Background: an optimization exercise with open tools, aiming at small area, a short achievable clock period and few clock cycles. Do not read the settings as production practice.
Only simulation tests tie the RTL to the original design; equivalence was not proved.

## imd_top
module imd_top #(
	parameter int REG_WIDTH = imd_pkg::IMD_REG_WIDTH_DEF
) (
	input  logic			clk,
	input  logic			nrst,
	input  logic [3:0]		i_imuldiv_op,		 
	input  logic [REG_WIDTH-1:0]	i_rs_val,
	input  logic [REG_WIDTH-1:0]	i_rt_val,
	input  logic			i_mem_stall,
	input  logic			i_fetch_stall,
	input  logic			i_nullify_execute,
	input  logic			i_nullify_mem,
	input  logic			i_nullify_wb,
	output logic			o_exec_stall,		 
	output logic [REG_WIDTH-1:0]	o_rd_val,
	output logic			o_rd_valid
);
	localparam int W = REG_WIDTH;
	localparam int CW = $clog2(W);
	localparam int K = 4;			 
	localparam int NSTEP = W / K;
	logic		st_prep;	 
	logic		st_mul;		 
	logic		st_mfin;	 
	logic		st_size;	 
	logic		st_norm;	 
	logic		st_div;		 
	logic		st_neg;		 
	logic [W-1:0]	hi, lo;		 
	logic [W-1:0]	d;		 
	logic [W-1:0]	m;		 
	logic [CW-1:0]	cnt;		 
	logic [CW:0]	za, zb;		 
	logic		cy;		 
	logic [K-1:0]	ps, pc;		 
	logic		md;		 
	logic		short_m;	 
	logic		nl, nd;		 
	logic		neg_l, neg_h;	 
	logic		zl;		 
	logic		hz, lz;		 
  ...
export LEC_CHECK = 0
export ABC_AREA = 1
export CAP_MARGIN = 20
export CORE_MARGIN = 2
export CORE_UTILIZATION = 40
export SETUP_SLACK_MARGIN = 2.5
export SLEW_MARGIN = 20
create_clock -name core_clock -period 6.5 [get_ports {clk}]
standard.sh (not shown) runs the stock make flow with config.mk's settings and CLKGATE_MAP_FILE= SYNTH_SCRIPT=/design/flow/synth_recipe.tcl, a recipe that flattens the netlist after the stock synthesis.
==> flow/flow/run.sh <==
#!/bin/bash
# Standard layout with two placement/repair knobs changed:
#  - port buffers are plain sky130 buffers (buf_1) instead of the delay cell
#    buffer_ports picks by default; every port still gets its own buffer;
#  - the resizer may change a cell's footprint when it repairs timing.
set -euo pipefail
bash standard.sh MATCH_CELL_FOOTPRINT=0 "BUFFER_PORTS_ARGS=-buffer_cell sky130_fd_sc_hd__buf_1" finish > standard_make.log 2>&1
Testbench counts at the start, summed over its fixed seeds: cycles 31,558.
==> next run, changes <==
--- a/flow/design.v
+++ b/flow/design.v
@@ -46,19 +46,18 @@
 	logic		st_norm;	 
 	logic		st_div;		 
 	logic		st_neg;		 
 	logic [W-1:0]	hi, lo;		 
 	logic [W-1:0]	d;		 
 	logic [W-1:0]	m;		 
 	logic [CW-1:0]	cnt;		 
 	logic [CW:0]	za, zb;		 
 	logic		cy;		 
-	logic [K-1:0]	ps, pc;		 
 	logic		md;		 
 	logic		short_m;	 
 	logic		nl, nd;		 
 	logic		neg_l, neg_h;	 
 	logic		zl;		 
 	logic		hz, lz;		 
 	logic		mthi_m, mtlo_m, mthi_w, mtlo_w;
 	logic		rd_hi;		 
 	logic [W-1:0]	hi_seq, lo_seq;	 
@@ -100,29 +99,29 @@
 	function automatic logic [2*CSW-1:0] csa(input logic [CSW-1:0] x, input logic [CSW-1:0] y,
 		input logic [CSW-1:0] z);
 		logic [CSW-1:0] s, c;
 		s = x ^ y ^ z;
 		c = ((x & y) | (x & z) | (y & z)) << 1;
 		csa = {c, s};
 	endfunction
 	logic [CSW-1:0]	pp [K];
 	logic [CSW-1:0]	s1, c1, s2, c2, s3, c3, cs_s, cs_c;
-	logic [K:0]	pend;		 
+	logic [K:0]	cs_lo;		 
 	always_comb
 		for (int i = 0; i < K; i++)
 			pp[i] = {{K{1'b0}}, d & {W{lo[i]}}} << i;
 	assign {c1, s1} = csa({{K{1'b0}}, hi}, {{K{1'b0}}, m}, pp[0]);
 	assign {c2, s2} = csa(pp[1], pp[2], pp[3]);
 	assign {c3, s3} = csa(s1, c1, s2);
 	assign {cs_c, cs_s} = csa(s3, c3, c2);
-	assign pend = {1'b0, ps} + {1'b0, pc} + {{K{1'b0}}, cy};
+	assign cs_lo = {1'b0, cs_s[K-1:0]} + {1'b0, cs_c[K-1:0]} + {{K{1'b0}}, cy};
 	logic [W:0]	sum;
-	assign sum = {1'b0, hi} + {1'b0, m} + {{W{1'b0}}, md || pend[K]};
+	assign sum = {1'b0, hi} + {1'b0, m} + {{W{1'b0}}, md || cy};
 	logic [W-1:0]	lo_neg, hi_neg, lo_mag, d_mag;
 	assign lo_neg = ~lo + 1'b1;
 	assign hi_neg = ~hi + {{(W-1){1'b0}}, md || !st_neg || zl};
 	assign lo_mag = nl ? lo_neg : lo;
 	assign d_mag = nd ? hi_neg : d;
 	function automatic logic [CW:0] clz(input logic [W-1:0] v);
 		logic [CW-1:0]	n [W];
 		logic		z [W];
 		for (int i = 0; i < W; i++)
@@ -209,30 +208,23 @@
 		if (ld_arith)
 		begin
 			md <= op_div;
 			short_m <= rs_small || rt_small;
 			nl <= swap ? b_neg : a_neg;
 			nd <= swap ? a_neg : b_neg;
 			neg_l <= a_neg ^ b_neg;
 			neg_h <= op_div ? a_neg : (a_neg ^ b_neg);
 			cy <= 1'b0;
-			ps <= '0;
-			pc <= '0;
 		end
 		else if (st_mul)
-		begin
-			cy <= pend[K];
-			ps <= cs_s[K-1:0];
-			pc <= cs_c[K-1:0];
-		end
+			cy <= cs_lo[K];
 		if (st_mfin)
-			zl <= (pend[K-1:0] == '0) && (short_m ?
-				((sum[W/2-1:0] == '0) && (lo[W-1:W/2+K] == '0)) : (lo[W-1:K] == '0));
+			zl <= (lo[W-1:W/2] == '0) && (short_m ? (sum[W/2-1:0] == '0) : (lo[W/2-1:0] == '0));
 		if (ld_arith)
 			cnt <= CW'((rs_small || rt_small) ? NSTEP / 2 - 1 : NSTEP - 1);
 		else if (st_norm)
 			cnt <= sh[CW-1:0];
 		else if (st_mul || st_div)
 			cnt <= cnt - 1'b1;
 		if (st_size)
 		begin
 			za <= clz(lo);
@@ -261,32 +253,29 @@
 		lo_seq = lo;
 		if (st_prep)
 		begin
 			hi_seq = '0;
 			lo_seq = lo_mag;
 		end
 		if (st_mul)
 		begin
 			hi_seq = cs_s[CSW-1:K];
-			lo_seq = {pend[K-1:0], lo[W-1:K]};
+			lo_seq = {cs_lo[K-1:0], lo[W-1:K]};
 		end
 		if (st_mfin)
 		begin
 			if (short_m)
 			begin
 				hi_seq = {{(W/2){1'b0}}, sum[W-1:W/2]};
-				lo_seq = {sum[W/2-1:0], pend[K-1:0], lo[W-1:W/2+K]};
+				lo_seq = {sum[W/2-1:0], lo[W-1:W/2]};
 			end
 			else
-			begin
 				hi_seq = sum[W-1:0];
-				lo_seq = {pend[K-1:0], lo[W-1:K]};
-			end
 		end
 		if (st_norm)
 		begin
 			hi_seq = lo;
 			lo_seq = {W{d_zero}};
 		end
 		if (st_div)
 		begin
 			if (sum[W])
What happened:
- worst setup slack gains 4.7 ps
- cell area goes down by 0.63%
- non-clock buffer count goes up by 10
- die area is about the same
- count of clock-buffer cells in the layout goes down by 4
- first-iteration DRC count goes down by 8.2%
- final cell count goes up by 2.3%
- critical path depth goes down by 5
Testbench counts after the change, summed over its fixed seeds: cycles 31,558.


The RTL this note starts from:
==> flow/design.v <==
package imd_pkg;
	localparam int IMD_REG_WIDTH_DEF = 32;	 
	typedef enum logic [3:0] {
		IMD_NOP   = 4'd0,	 
		IMD_MFHI  = 4'd1,	 
		IMD_MFLO  = 4'd2,	 
		IMD_MTHI  = 4'd3,	 
		IMD_MTLO  = 4'd4,	 
		IMD_MULT  = 4'd5,	 
		IMD_MULTU = 4'd6,	 
		IMD_DIV   = 4'd7,	 
		IMD_DIVU  = 4'd8	 
	} imd_op_t;
	typedef enum logic [1:0] {
		SEQ_IDLE = 2'd0,	 
		SEQ_RUN  = 2'd1,	 
		SEQ_DONE = 2'd2		 
	} imd_seq_state_t;
endpackage
`timescale 1ns/1ps
module imd_top #(
	parameter int REG_WIDTH = imd_pkg::IMD_REG_WIDTH_DEF
) (
	input  logic			clk,
	input  logic			nrst,
	input  logic [3:0]		i_imuldiv_op,		 
	input  logic [REG_WIDTH-1:0]	i_rs_val,
	input  logic [REG_WIDTH-1:0]	i_rt_val,
	input  logic			i_mem_stall,
	input  logic			i_fetch_stall,
	input  logic			i_nullify_execute,
	input  logic			i_nullify_mem,
	input  logic			i_nullify_wb,
	output logic			o_exec_stall,		 
	output logic [REG_WIDTH-1:0]	o_rd_val,
	output logic			o_rd_valid
);
	localparam int W = REG_WIDTH;
	localparam int CW = $clog2(W);
	localparam int K = 4;			 
	localparam int NSTEP = W / K;
	typedef enum logic [2:0] {
		ST_IDLE = 3'd0,
		ST_MUL  = 3'd1,		 
		ST_MFIN = 3'd2,		 
		ST_NORM = 3'd3,		 
		ST_DIV  = 3'd4,		 
		ST_NEG  = 3'd5		 
	} state_t;
	logic		op_mf, op_mfhi, op_mthi, op_mtlo, op_mul, op_div, op_signed;
	logic		core_stall, adv, accept;
	state_t		state;
	logic		fin;		 
	assign op_mfhi = (i_imuldiv_op == imd_pkg::IMD_MFHI);
	assign op_mf = op_mfhi || (i_imuldiv_op == imd_pkg::IMD_MFLO);
	assign op_mthi = (i_imuldiv_op == imd_pkg::IMD_MTHI);
	assign op_mtlo = (i_imuldiv_op == imd_pkg::IMD_MTLO);
	assign op_mul = (i_imuldiv_op == imd_pkg::IMD_MULT) || (i_imuldiv_op == imd_pkg::IMD_MULTU);
	assign op_div = (i_imuldiv_op == imd_pkg::IMD_DIV) || (i_imuldiv_op == imd_pkg::IMD_DIVU);
	assign op_signed = (i_imuldiv_op == imd_pkg::IMD_MULT) || (i_imuldiv_op == imd_pkg::IMD_DIV);
	assign o_exec_stall = !i_mem_stall && !i_fetch_stall && op_mf && (state != ST_IDLE) && !fin;
	assign core_stall = i_mem_stall || i_fetch_stall || o_exec_stall;
	assign adv = !core_stall;
	assign accept = adv && !i_nullify_execute;
	logic [W-1:0]	hi, lo;		 
	logic [W-1:0]	d;		 
	logic [W-1:0]	m;		 
	logic [CW-1:0]	cnt;
	logic		cy;		 
	logic		md;		 
	logic		neg_l, neg_h;	 
	logic		mthi_m, mtlo_m, mthi_w, mtlo_w;
	logic		rd_hi;		 
	logic		a_neg, b_neg;
	logic [W-1:0]	a_mag, b_mag;
	assign a_neg = op_signed && i_rs_val[W-1];
	assign b_neg = op_signed && i_rt_val[W-1];
	assign a_mag = a_neg ? -i_rs_val : i_rs_val;
	assign b_mag = b_neg ? -i_rt_val : i_rt_val;
	logic [W+K-1:0]	cs_s, cs_c;	 
	logic [K:0]	cs_lo;		 
	always_comb
	begin
		logic [W+K-1:0] pp, t;
		cs_s = {{K{1'b0}}, hi};
		cs_c = {{K{1'b0}}, m};
		for (int i = 0; i < K; i++)
		begin
			pp = {{K{1'b0}}, d & {W{lo[i]}}} << i;
			t = cs_s ^ cs_c ^ pp;
			cs_c = ((cs_s & cs_c) | (cs_s & pp) | (cs_c & pp)) << 1;
			cs_s = t;
		end
	end
	assign cs_lo = {1'b0, cs_s[K-1:0]} + {1'b0, cs_c[K-1:0]} + {{K{1'b0}}, cy};
	logic [W:0]	sum;
	assign sum = {1'b0, hi} + {1'b0, m} + {{W{1'b0}}, md || cy};
	function automatic logic [CW:0] clz(input logic [W-1:0] v);
		clz = CW'(W);
		for (int i = 0; i < W; i++)
			if (v[i])
				clz = (CW+1)'(W - 1 - i);
	endfunction
	logic [CW:0]	za, zb, sh;
	logic		d_zero, q_zero;
	assign za = clz(lo);
	assign zb = clz(d);
	assign d_zero = (d == '0);
	assign q_zero = (zb < za);		 
	assign sh = zb - za;
	logic [W-1:0]	lo_neg, hi_neg;
	assign lo_neg = ~lo + 1'b1;
	assign hi_neg = ~hi + {{(W-1){1'b0}}, md || (lo == '0)};
	always_comb
	begin
		case (state)
		ST_MFIN: fin = !neg_l;
		ST_DIV:  fin = (cnt == '0) && !neg_l && !neg_h;
		ST_NEG:  fin = 1'b1;
		default: fin = 1'b0;
		endcase
	end
	always_ff @(posedge clk or negedge nrst)
	begin
		if (!nrst)
		begin
			state <= ST_IDLE;
			o_rd_valid <= 1'b0;
			mthi_m <= 1'b0;
			mtlo_m <= 1'b0;
			mthi_w <= 1'b0;
			mtlo_w <= 1'b0;
		end
		else
		begin
			if (adv)
			begin
				o_rd_valid <= accept && op_mf;
				mthi_m <= accept && op_mthi;
				mtlo_m <= accept && op_mtlo;
				mthi_w <= mthi_m && !i_nullify_mem;
				mtlo_w <= mtlo_m && !i_nullify_mem;
			end
			if (accept && op_mul)
				state <= ST_MUL;
			else if (accept && op_div)
				state <= ST_NORM;
			else
			begin
				case (state)
				ST_MUL:
					if (cnt == CW'(NSTEP - 1))
						state <= ST_MFIN;
				ST_MFIN:
					state <= neg_l ? ST_NEG : ST_IDLE;
				ST_NORM:
					if (d_zero || q_zero)
						state <= (neg_l || neg_h) ? ST_NEG : ST_IDLE;
					else
						state <= ST_DIV;
				ST_DIV:
					if (cnt == '0)
						state <= (neg_l || neg_h) ? ST_NEG : ST_IDLE;
				default:
					state <= ST_IDLE;
				endcase
			end
		end
	end
	always_ff @(posedge clk)
	begin
		if (accept && op_mf)
			rd_hi <= op_mfhi;
		if (accept && (op_mul || op_div))
		begin
			d <= b_mag;
			md <= op_div;
			neg_l <= a_neg ^ b_neg;
			neg_h <= op_div ? a_neg : (a_neg ^ b_neg);
			cnt <= '0;
			cy <= 1'b0;
		end
		else if (adv && (mthi_m || mtlo_m))
			d <= m;
		else
		begin
			case (state)
			ST_MUL:
			begin
				cnt <= cnt + 1'b1;
				cy <= cs_lo[K];
			end
			ST_NORM:
				cnt <= sh[CW-1:0];
			ST_DIV:
				cnt <= cnt - 1'b1;
			default: ;
			endcase
		end
		if (accept && (op_mthi || op_mtlo))
			m <= i_rs_val;
		else if (accept && op_mul)
			m <= '0;
		else
		begin
			case (state)
			ST_MUL:
				m <= cs_c[W+K-1:K];
			ST_NORM:
				m <= ~(d << sh[CW-1:0]);
			ST_DIV:
				m <= {1'b1, m[W-1:1]};
			default: ;
			endcase
		end
	end
	always_ff @(posedge clk or negedge nrst)
	begin
		if (!nrst)
		begin
			hi <= '0;
			lo <= '0;
		end
		else if (accept && (op_mul || op_div))
		begin
			lo <= a_mag;
			hi <= '0;
		end
		else if (adv && !i_nullify_wb && (mthi_w || mtlo_w))
		begin
			if (mthi_w)
				hi <= d;
			if (mtlo_w)
				lo <= d;
		end
		else
		begin
			case (state)
			ST_MUL:
			begin
				hi <= cs_s[W+K-1:K];
				lo <= {cs_lo[K-1:0], lo[W-1:K]};
			end
			ST_MFIN:
				hi <= sum[W-1:0];
			ST_NORM:
			begin
				hi <= lo;
				lo <= d_zero ? '1 : '0;
			end
			ST_DIV:
			begin
				if (sum[W])
					hi <= sum[W-1:0];
				lo <= {lo[W-2:0], sum[W]};
			end
			ST_NEG:
			begin
				if (neg_l)
					lo <= lo_neg;
				if (neg_h)
					hi <= hi_neg;
			end
			default: ;
			endcase
		end
	end
	assign o_rd_val = rd_hi ? hi : lo;
endmodule
clock: 6.5 ns
lec_check: 0
cap_margin: 20
core_margin: 2
core_utilization: 40
slew_margin: 20
run.sh (not shown) runs the stock make flow with config.mk's settings and CLKGATE_MAP_FILE= SYNTH_SCRIPT=/design/flow/synth_recipe.tcl, a recipe that flattens the netlist after the stock synthesis.
Stock flow here: none of the scripts above is used.
Testbench counts at the start, summed over its fixed seeds: cycles 33,537.
==> next run, changes <==
--- a/flow/design.v
+++ b/flow/design.v
@@ -68,16 +68,28 @@
 	logic [CW-1:0]	cnt;
 	logic		cy;		 
 	logic		md;		 
 	logic		neg_l, neg_h;	 
+	logic		short_m;	 
 	logic		mthi_m, mtlo_m, mthi_w, mtlo_w;
 	logic		rd_hi;		 
 	logic		a_neg, b_neg;
 	logic [W-1:0]	a_mag, b_mag;
 	assign a_neg = op_signed && i_rs_val[W-1];
 	assign b_neg = op_signed && i_rt_val[W-1];
 	assign a_mag = a_neg ? -i_rs_val : i_rs_val;
 	assign b_mag = b_neg ? -i_rt_val : i_rt_val;
+	function automatic logic is_small(input logic [W-1:0] v, input logic sgn);
+		is_small = (v[W-1:W/2] == '0) ||
+			(sgn && (v[W-1:W/2] == '1) && (v[W/2-1:0] != '0));
+	endfunction
+	logic		rs_small, rt_small, swap;
+	logic [W-1:0]	lo_in, d_in;
+	assign rs_small = is_small(i_rs_val, op_signed);
+	assign rt_small = is_small(i_rt_val, op_signed);
+	assign swap = op_mul && !rs_small && rt_small;
+	assign lo_in = swap ? b_mag : a_mag;
+	assign d_in = swap ? a_mag : b_mag;
 	logic [W+K-1:0]	cs_s, cs_c;	 
 	logic [K:0]	cs_lo;		 
 	always_comb
 	begin
@@ -148,9 +160,9 @@
 			else
 			begin
 				case (state)
 				ST_MUL:
-					if (cnt == CW'(NSTEP - 1))
+					if (cnt == CW'(short_m ? NSTEP / 2 - 1 : NSTEP - 1))
 						state <= ST_MFIN;
 				ST_MFIN:
 					state <= neg_l ? ST_NEG : ST_IDLE;
 				ST_NORM:
@@ -172,10 +184,11 @@
 		if (accept && op_mf)
 			rd_hi <= op_mfhi;
 		if (accept && (op_mul || op_div))
 		begin
-			d <= b_mag;
+			d <= d_in;
 			md <= op_div;
+			short_m <= rs_small || rt_small;
 			neg_l <= a_neg ^ b_neg;
 			neg_h <= op_div ? a_neg : (a_neg ^ b_neg);
 			cnt <= '0;
 			cy <= 1'b0;
@@ -222,9 +235,9 @@
 			lo <= '0;
 		end
 		else if (accept && (op_mul || op_div))
 		begin
-			lo <= a_mag;
+			lo <= lo_in;
 			hi <= '0;
 		end
 		else if (adv && !i_nullify_wb && (mthi_w || mtlo_w))
 		begin
@@ -241,9 +254,15 @@
 				hi <= cs_s[W+K-1:K];
 				lo <= {cs_lo[K-1:0], lo[W-1:K]};
 			end
 			ST_MFIN:
-				hi <= sum[W-1:0];
+				if (short_m)
+				begin
+					hi <= {{(W/2){1'b0}}, sum[W-1:W/2]};
+					lo <= {sum[W/2-1:0], lo[W-1:W/2]};
+				end
+				else
+					hi <= sum[W-1:0];
 			ST_NORM:
 			begin
 				hi <= lo;
 				lo <= d_zero ? '1 : '0;
Result:
- The changed run completed with no timing, DRC or antenna violations
- clock skew stays flat
- sequential cell count rose by 1
- setup slack gains 120 ps
- maximum frequency increases by a few percent
- count of clock-buffer cells in the layout is higher by 3
Testbench counts after the change, summed over its fixed seeds: cycles 30,520.

## re-timing with driven ports
The results above use ideal ports. As a check the final layouts listed here were re-extracted and re-timed, cells and wires unchanged.
Step 1, drivers: a clkbuf_16 drives clk and a buf_2 each remaining input, both assumed.
Step 2 moves the port delays by t, midway between the first and last clock arrival at a register: inputs arrive t later, outputs are due t later. That takes back most of the time a late clock gives input paths.
Slacks: ideal / step 1 / step 2; pairs: ideal / step 1.
run	t, ns	setup slack, ns	worst data-port slew with drivers (ns)
the first run of note 1	0.529	2.530 / 2.530 / 2.171	0.05
the second run of note 1	0.516	2.534 / 2.534 / 2.074	0.04
the first run of note 2	0.557	0.927 / 0.927 / 0.927	0.05
the second run of note 2	0.552	1.047 / 1.047 / 0.741	0.05
After both steps setup and hold are still met in every run listed. The setup slack of the second run of note 1, which loses most, moves by 0.000 ns with the drivers and by -0.460 ns with both steps.
